What follows belongs to an exercise in optimizing a design on an open flow for a short achievable clock period and few clock cycles; a production flow would make more cautious choices.
The RTL was checked by simulation tests, not by an equivalence proof against the original design.
The clock port is modelled as an ideal driver; clocking choices that lean on that would not hold on a real chip.
No activity file was given, so power comes from the tool's default toggle rates.

// cpuTop
module cpuTop (
    input  logic        clk,
    input  logic        reset,
    input  logic        loadEnable,
    input  logic        loadToData,
    input  logic [5:0]  loadAddr,
    input  logic [31:0] loadData,
    output logic [31:0] pc,
    output logic        wbEnable,
    output logic [4:0]  wbDest,
    output logic [31:0] wbData
);
    logic stall;
    logic [20:0] slot0, slot1, slot2;
    logic exWrites, exFwdA, exFwdB, exFwdStore, exCarryAdd, exCarrySub;
    logic [4:0] exDest, exFnHot;
    logic [15:0] exOpAH, exOpBH, resL;
    logic [31:0] exStoreB;
    logic [63:0] exLoadSel, exStoreSel;
    logic [31:1] wbHot;
    logic [31:0] wbFwdN;
    fetchStage fetch (
        .clk(clk),
        .reset(reset),
        .advance(!stall),
        .loadEnable(loadEnable),
        .loadToData(loadToData),
        .loadAddr(loadAddr),
        .loadData(loadData),
        .pc(pc),
        .slot0(slot0),
        .slot1(slot1),
        .slot2(slot2)
    );
    decodeStage decode (
        .clk(clk),
        .reset(reset),
        .loadEnable(loadEnable),
        .loadToData(loadToData),
        .loadAddr(loadAddr),
        .slot0(slot0),
        .slot1(slot1),
        .slot2(slot2),
        .wbHot(wbHot),
        .wbFwdN(wbFwdN),
        .stall(stall),
        .exWrites(exWrites),
        .exDest(exDest),
        .exFnHot(exFnHot),
        .exCarryAdd(exCarryAdd),
        .exCarrySub(exCarrySub),
        .exFwdA(exFwdA),
        .exFwdB(exFwdB),
        .exFwdStore(exFwdStore),
        .exOpAH(exOpAH),
        .exOpBH(exOpBH),
        .exStoreB(exStoreB),
        .resL(resL),
        .exLoadSel(exLoadSel),
        .exStoreSel(exStoreSel)
    );
    executeStage execute (
        .clk(clk),
        .reset(reset),
        .exWrites(exWrites),
        .exDest(exDest),
        .exFnHot(exFnHot),
        .exCarryAdd(exCarryAdd),
        .exCarrySub(exCarrySub),
        .exFwdA(exFwdA),
        .exFwdB(exFwdB),
        .exFwdStore(exFwdStore),
        .exOpAH(exOpAH),
        .exOpBH(exOpBH),
        .exStoreB(exStoreB),
        .resL(resL),
        .exLoadSel(exLoadSel),
        .exStoreSel(exStoreSel),
        .loadEnable(loadEnable),
  ...
clock: 6.0 ns
lec_check: 0
abc_clock_period_in_ps: 2500
cap_margin: 20
core_margin: 2
core_utilization: 38
setup_slack_margin: 3.3
slew_margin: 20
tns_end_percent: 100
standard.sh (not shown) runs the stock make flow with config.mk's settings and CLKGATE_MAP_FILE= SYNTH_SCRIPT=/design/flow/synth_recipe.tcl, a recipe that flattens the netlist after the stock synthesis.
==> flow/flow/run.sh <==
#!/bin/bash
# The standard layout, with one more timing repair after clock tree synthesis
# (post_cts.tcl, run by ORFS's POST_CTS_TCL hook). Each tool's output goes to
# ORFS's own logs under orfs/logs; what standard.sh prints goes to standard.log.
set -euo pipefail
export POST_CTS_TCL="$PWD/flow/post_cts.tcl"
bash standard.sh > standard.log 2>&1
==> flow/flow/post_cts.tcl <==
# Sourced by ORFS's cts.tcl after its own repair, before 4_1_cts.odb is written.
# 1. The output port buffers that buffer_ports made from delay cells become
#    plain buffers (each port keeps its one buffer).
# 2. Setup repair again, aiming at a 2.6 ns period, over all violating
#    endpoints, twice, then hold repair,
#    then legalise the placement.
set resized 0
foreach inst [get_cells output*] {
  if { [string match "*dly*" [get_property $inst ref_name]] } {
    replace_cell $inst sky130_fd_sc_hd__buf_4
    incr resized
  }
}
puts "post_cts: $resized output buffers made plain"
estimate_parasitics -placement
report_worst_slack
foreach pass {1 2} {
  repair_timing -setup -setup_margin 3.4 -repair_tns 100 -verbose
  report_worst_slack
}
repair_timing -hold -hold_margin 0 -verbose
detailed_placement
check_placement -verbose
estimate_parasitics -placement
report_worst_slack
report_worst_slack -min
The first run produced a layout that fails on max-capacitance violations, max-slew violations.
Testbench counts at the start, summed over its fixed seeds: cycles 8,357.
Change:
--- a/flow/flow/post_cts.tcl
+++ b/flow/flow/post_cts.tcl
@@ -2,5 +2,5 @@
 # 1. The output port buffers that buffer_ports made from delay cells become
 #    plain buffers (each port keeps its one buffer).
-# 2. Setup repair again, aiming at a 2.6 ns period, over all violating
+# 2. Setup repair again, aiming at a 2.7 ns period, over all violating
 #    endpoints, twice, then hold repair,
 #    then legalise the placement.
@@ -16,5 +16,5 @@
 report_worst_slack
 foreach pass {1 2} {
-  repair_timing -setup -setup_margin 3.4 -repair_tns 100 -verbose
+  repair_timing -setup -setup_margin 3.3 -repair_tns 100 -verbose
   report_worst_slack
 }
Settings changed: CORE_UTILIZATION 38 to 40, SETUP_SLACK_MARGIN 3.3 to 3.2.
What happened: With this change the flow completed without violations; sequential cell count does not change; clock skew drops by 0.032 ns; fmax barely changes; sequential share of layout area is higher by 0.75 points; hold slack is worse by 0.0051 ns.

Another version of the RTL of cpuTop (not shown whole).
For scale: about 110 I/O pins, roughly 0.20 mm2 of cells after synthesis.
clock: 6.0 ns
lec_check: 0
abc_clock_period_in_ps: 2500
cap_margin: 20
core_margin: 2
core_utilization: 45
place_density: 0.62
setup_slack_margin: 3.1
slew_margin: 20
tns_end_percent: 100
==> flow/flow/post_cts.tcl <==
# Sourced by ORFS's cts.tcl after its own repair, before 4_1_cts.odb is written.
# 1. The output port buffers that buffer_ports made from delay cells become
#    plain buffers (each port keeps its one buffer).
# 2. Setup repair again, aiming at a 2.7 ns period, over all violating
#    endpoints, twice, then hold repair,
#    then legalise the placement.
set resized 0
foreach inst [get_cells output*] {
  if { [string match "*dly*" [get_property $inst ref_name]] } {
    replace_cell $inst sky130_fd_sc_hd__buf_4
    incr resized
  }
}
puts "post_cts: $resized output buffers made plain"
estimate_parasitics -placement
report_worst_slack
foreach pass {1 2} {
  repair_timing -setup -setup_margin 3.3 -repair_tns 100 -verbose
  report_worst_slack
}
repair_timing -hold -hold_margin 0 -verbose
detailed_placement
check_placement -verbose
estimate_parasitics -placement
report_worst_slack
report_worst_slack -min
Scripts as last shown in full above: flow/flow/run.sh
Testbench counts at the start, summed over its fixed seeds: cycles 8,357.
Next try:
Settings changed: CORE_UTILIZATION 45 to 40, PLACE_DENSITY 0.62 to not set.
What happened: Global-route usage went down by 2.8 points. Power went up by 1.4%. Cell area went up by 0.41%. Routed wire length went up by 2.6%. Maximum frequency went down by 2.8%. Cell count went up by 3.6%.

afterwards: timing with drivers on the ports:
No port has a modelled driver above. Below, the same layouts with a new extraction and two added sets of constraints.
Step 1 sets driving cells, clkbuf_16 on the clock port and buf_2 on the other inputs (assumed; they add their load-dependent delay and slew).
Step 2 times the ports against the registers' clock, not the clock port: input delays grow and output delays shrink by t, the midpoint of the rising clock arrivals with the driver on.
Three values: ideal, step 1, step 2; two values: the first two.
run | t, ns | setup WS [ns] | hold WS [ns] | worst register clock-pin slew, ns
the first run of note 1 | 1.230 | 2.861 / 2.861 / 2.168 | 0.443 / 0.396 / 0.443 | 0.07 / 0.07
the second run of note 1 | 1.198 | 2.858 / 2.858 / 1.985 | 0.438 / 0.436 / 0.438 | 0.07 / 0.07
the first run of note 2 | 1.163 | 2.851 / 2.851 / 1.997 | 0.436 / 0.436 / 0.436 | 0.07 / 0.07
the second run of note 2 | 1.210 | 2.762 / 2.762 / 1.968 | 0.429 / 0.391 / 0.429 | 0.07 / 0.07
The setup slack of the second run of note 1, which loses most, moves by 0.000 ns with the drivers and by -0.873 ns with both steps.
